This design comes from an exercise in tuning for small area, a short achievable clock period and few clock cycles per item on the open sky130 flow, not from production work. Only simulation tests tie the RTL to the original design; equivalence was not proved. No activity file was given, so power comes from the tool's default toggle rates.

Setup of run A:
// dmem_ctrl
module dmem_ctrl (
  input  logic        clk,
  input  logic        rst_n,
  input  logic        req_valid,
  output logic        req_ready,
  input  logic        req_we,
  input  logic [1:0]  req_size,
  input  logic        req_unsigned,
  input  logic [31:0] req_addr,
  input  logic [31:0] req_wdata,
  output logic        rsp_valid,
  input  logic        rsp_ready,
  output logic [31:0] rsp_rdata,
  output logic        rsp_err
);
For scale: about 6900 cells after synthesis.
make LEC_CHECK=0 CAP_MARGIN=20 CORE_MARGIN=2 CORE_UTILIZATION=40 PLACE_DENSITY=0.5 SETUP_SLACK_MARGIN=3.25 SLEW_MARGIN=20 finish   # period 6.0 ns
run.sh (not shown) runs the stock make flow with config.mk's settings and CLKGATE_MAP_FILE= SYNTH_SCRIPT=/design/flow/synth_recipe.tcl, a recipe that flattens the netlist after the stock synthesis.
Having completed the whole flow, run A delivered a layout that passed the timing, design-rule and antenna checks.
Testbench counts of run A, summed over its fixed seeds: cycles 24,024, items 24,000.
Here is what was changed in the inputs of run B compared with run A.
-- flow/config.mk --
<<< run A, line 12
export SETUP_SLACK_MARGIN = 3.25
>>> run B, line 12
export SETUP_SLACK_MARGIN = 3.45
### Flow results
Run B ended with every stage complete and zero timing, DRC or antenna violations. Against run A as the reference, run B delivers a lower hold slack. Per the comparison of run B with run A, depth of the worst register-to-register path essentially unchanged, via-per-instance ratio increased 0.95%, final standard cell utilization of the core increased 0.26 points.
Input changes introduced in run C (baseline for comparison: run B):
-- flow/config.mk --
<<< run B, line 11
>>> run C, line 11
export CTS_CLUSTER_DIAMETER = 60
export CTS_CLUSTER_SIZE = 30
<<< run B, line 12
export SETUP_SLACK_MARGIN = 3.45
>>> run C, line 14
export SETUP_SLACK_MARGIN = 3.25
Findings:
Of the two candidates, run B has the worse final area and run C the better one. Synthesized netlist net count came out exactly the same in run B and run C. Run C vs run B: logic gate share of total power up in run C. Going from run B to run C, remaining max-slew budget at the tightest pin grows by 0.72 points. As of run C, count of clock buffers in the final design had fallen by more than half compared to run B. In summary, run C completed successfully, with a layout that passed the timing, design-rule and antenna checks. Changes observed in run C relative to run B: portion of total power attributed to sequential cells increased by 6.7 points relative to the old numbers, total via count in the routed design saw a decrease.
diff inputs: run C => run D
-- flow/config.mk --
<<< run C, line 14
export SETUP_SLACK_MARGIN = 3.25
>>> run D, line 14
export SETUP_SLACK_MARGIN = 3.45
--- outcome ---
Cmp run D vs run C: largest fanout on the critical path lower in run D
Layout-stage area growth over the synthesis result (run D over run C): increase, 0.62 points
The antenna diode count in run D was higher than what run C gave.
Taking run C as the reference, in run D insertion delay of the later-clocked pin in the worst-skew pair saw little to no change; wire length of the first global-routing pass grew by 0.71%.
Run C was routed with fewer vias than run D.
As far as final-layout clock-cell area share is concerned, run D and run C perform about the same.
Number of logic stages on the critical path including buffering: run D and run C compared, higher one is run C
Power: run D draws more than run C

* * *

## run 1
Another version of the RTL of dmem_ctrl (not shown whole).
For scale: about 7200 cells after synthesis, about 3700 flip-flops.
export LEC_CHECK = 0
export CAP_MARGIN = 20
export CORE_MARGIN = 2
export CORE_UTILIZATION = 45
export CTS_CLUSTER_DIAMETER = 60
export CTS_CLUSTER_SIZE = 30
export PLACE_DENSITY = 0.55
export SETUP_SLACK_MARGIN = 3.5
export SLEW_MARGIN = 20
create_clock -name core_clock -period 6.0 [get_ports {clk}]
Testbench counts of run 1, summed over its fixed seeds: cycles 24,024, items 24,000.
What run 2 does differently from run 1 at the input level:
# run 1
export LEC_CHECK = 0
export CAP_MARGIN = 20
export CORE_MARGIN = 2
export CORE_UTILIZATION = 45
export CTS_CLUSTER_DIAMETER = 60
export CTS_CLUSTER_SIZE = 30
export PLACE_DENSITY = 0.55
export SETUP_SLACK_MARGIN = 3.5
export SLEW_MARGIN = 20
create_clock -name core_clock -period 6.0 [get_ports {clk}]
# run 2
export LEC_CHECK = 0
export CAP_MARGIN = 20
export CORE_MARGIN = 2
export CORE_UTILIZATION = 60
export CTS_CLUSTER_DIAMETER = 60
export CTS_CLUSTER_SIZE = 30
export PLACE_DENSITY = 0.7
export SETUP_SLACK_MARGIN = 3.55
export SLEW_MARGIN = 20
create_clock -name core_clock -period 6.0 [get_ports {clk}]
--- outcome ---
Run 1 → run 2: cell area went down by 2.1%; share of total power in the clock network decreased 3.2 points; sequential power was more or less identical; first-pass detailed-route iteration total increased 2. Worst setup slack ends up lower on run 1. Re worst path arrival time: run 2 and run 1 aren't equal, and the lower value belongs to run 2. Compared with run 1, the detailed router inserted more vias in run 2.
Input changes introduced in run 3 (baseline for comparison: run 2):
# run 2
export LEC_CHECK = 0
export CAP_MARGIN = 20
export CORE_MARGIN = 2
export CORE_UTILIZATION = 60
export CTS_CLUSTER_DIAMETER = 60
export CTS_CLUSTER_SIZE = 30
export PLACE_DENSITY = 0.7
export SETUP_SLACK_MARGIN = 3.55
export SLEW_MARGIN = 20
create_clock -name core_clock -period 6.0 [get_ports {clk}]
# run 3
export LEC_CHECK = 0
export CAP_MARGIN = 20
export CORE_MARGIN = 2
export CORE_UTILIZATION = 65
export CTS_CLUSTER_DIAMETER = 60
export CTS_CLUSTER_SIZE = 30
export PLACE_DENSITY = 0.75
export SETUP_SLACK_MARGIN = 3.6
export SLEW_MARGIN = 20
create_clock -name core_clock -period 6.0 [get_ports {clk}]
==> run notes <==
- The die of run 3 is smaller than the one used in run 2.
- Of run 3 and run 2, the lower final worst setup slack belongs to run 3.
- Run 3 vs. run 2: final instance area shows no meaningful change; starting density of the core has increased; multi-input logic area flat.
- The sequential power on run 3 is in line with that on run 2.
- On worst setup slack after placement: between run 3 and run 2, it ends up higher for run 3.
- Sort run 3 and run 2 by global-route usage asc -> top: run 2
- The part of the total power dissipated in combinational logic was comparable across run 3 and run 2.
- Sort run 3 and run 2 by maximum number of pins on one net before global-route repair asc -> top: run 2
- Core utilization: run 3 higher than run 2
## Diff of input files: run 4 against run 3
# run 3
export LEC_CHECK = 0
export CAP_MARGIN = 20
export CORE_MARGIN = 2
export CORE_UTILIZATION = 65
export CTS_CLUSTER_DIAMETER = 60
export CTS_CLUSTER_SIZE = 30
export PLACE_DENSITY = 0.75
export SETUP_SLACK_MARGIN = 3.6
export SLEW_MARGIN = 20
create_clock -name core_clock -period 6.0 [get_ports {clk}]
# run 4
export LEC_CHECK = 0
export CAP_MARGIN = 20
export CORE_MARGIN = 2
export CORE_UTILIZATION = 50
export CTS_CLUSTER_DIAMETER = 60
export CTS_CLUSTER_SIZE = 30
export PLACE_DENSITY = 0.6
export SETUP_SLACK_MARGIN = 3.5
export SLEW_MARGIN = 20
create_clock -name core_clock -period 6.0 [get_ports {clk}]
--- outcome ---
- In run 4, the hold slack came out 19 ps above the value in run 3.
- The aggregate global-route resource usage number comes out lower for run 4 vs run 3.
- Against run 3, run 4 comes in 1.1 mW higher on power.
[inputs] run 5 vs run 4
# run 4
export LEC_CHECK = 0
export CAP_MARGIN = 20
export CORE_MARGIN = 2
export CORE_UTILIZATION = 50
export CTS_CLUSTER_DIAMETER = 60
export CTS_CLUSTER_SIZE = 30
export PLACE_DENSITY = 0.6
export SETUP_SLACK_MARGIN = 3.5
export SLEW_MARGIN = 20
create_clock -name core_clock -period 6.0 [get_ports {clk}]
# run 5
export LEC_CHECK = 0
export CAP_MARGIN = 20
export CORE_MARGIN = 2
export CORE_UTILIZATION = 40
export CTS_CLUSTER_DIAMETER = 60
export CTS_CLUSTER_SIZE = 30
export PLACE_DENSITY = 0.5
export SETUP_SLACK_MARGIN = 3.5
export SLEW_MARGIN = 20
create_clock -name core_clock -period 6.0 [get_ports {clk}]
Findings:
- Of the two candidates, run 4 has the better final standard cell area without fillers and run 5 the worse one.
- Of run 5 and run 4, run 5 shows the higher wire length, with run 4 below it.
- The first element of the critical path comes out req_ready_q in one run and hd_q[1] in the other, namely in run 5 and run 4 respectively.
- Compared with run 4, run 5 is hungrier on power.
- The maximum root-to-sink buffer count in run 5 was higher than what run 4 gave.
- Number of cells on the worst reg-to-reg path (run 5 over run 4): decrease, 3
- Any difference in via count between run 5 and run 4 is small enough to ignore.
#### Input delta (run 6 over run 5)
# run 5
export LEC_CHECK = 0
export CAP_MARGIN = 20
export CORE_MARGIN = 2
export CORE_UTILIZATION = 40
export CTS_CLUSTER_DIAMETER = 60
export CTS_CLUSTER_SIZE = 30
export PLACE_DENSITY = 0.5
export SETUP_SLACK_MARGIN = 3.5
export SLEW_MARGIN = 20
create_clock -name core_clock -period 6.0 [get_ports {clk}]
# run 6
export LEC_CHECK = 0
export CAP_MARGIN = 20
export CORE_MARGIN = 2
export CORE_UTILIZATION = 55
export CTS_CLUSTER_DIAMETER = 60
export CTS_CLUSTER_SIZE = 30
export PLACE_DENSITY = 0.65
export SETUP_SLACK_MARGIN = 3.5
export SLEW_MARGIN = 20
create_clock -name core_clock -period 6.0 [get_ports {clk}]
Results
Final critical-path share of the clock period (run 6 over run 5): increase, 0.24 points. From run 5 to run 6 the numbers moved as follows: design area has decreased, clock network power has decreased, via count barely changed.

## port drivers added, routing unchanged
No port has a modelled driver above. Below, the same layouts with a new extraction and two added sets of constraints.
Step 1 (the two cells are an assumption about what drives the block):
set clk [get_ports {clk}]
set_driving_cell -lib_cell sky130_fd_sc_hd__clkbuf_16 $clk
set_driving_cell -lib_cell sky130_fd_sc_hd__buf_2 [delete_from_list [all_inputs] $clk]
Step 2 moves the port delays by t, midway between the first and last clock arrival at a register: inputs arrive t later, outputs are due t later. That takes back most of the time a late clock gives input paths.
Slacks: ideal / step 1 / step 2; pairs: ideal / step 1.
| run | t, ns | setup WS [ns] | hold WS [ns] | slew at the worst register clock pin (ns) |
|---|---|---|---|---|
| run A | 0.982 | 3.128 / 3.128 / 2.516 | 0.351 / 0.351 / 0.351 | 0.07 / 0.07 |
| run B | 0.996 | 3.342 / 3.294 / 2.640 | 0.327 / 0.327 / 0.327 | 0.07 / 0.07 |
| run C | 1.020 | 3.173 / 3.173 / 2.458 | 0.373 / 0.373 / 0.373 | 0.12 / 0.12 |
| run D | 1.022 | 3.346 / 3.247 / 2.651 | 0.333 / 0.333 / 0.333 | 0.12 / 0.12 |
| run 1 | 1.002 | 3.343 / 3.250 / 2.518 | 0.354 / 0.354 / 0.354 | 0.12 / 0.12 |
| run 2 | 0.960 | 3.401 / 3.311 / 2.538 | 0.357 / 0.357 / 0.357 | 0.12 / 0.12 |
| run 3 | 0.972 | 3.368 / 3.279 / 2.748 | 0.347 / 0.347 / 0.347 | 0.11 / 0.11 |
| run 4 | 0.984 | 3.385 / 3.284 / 2.630 | 0.366 / 0.366 / 0.366 | 0.11 / 0.11 |
| run 5 | 1.012 | 3.365 / 3.267 / 2.602 | 0.339 / 0.339 / 0.339 | 0.12 / 0.12 |
| run 6 | 0.964 | 3.350 / 3.254 / 2.601 | 0.365 / 0.365 / 0.365 | 0.12 / 0.12 |
After both steps setup and hold are still met in every run listed. For run 2, which loses most, drivers alone change the setup slack by -0.090 ns; drivers and shift together by -0.863 ns.
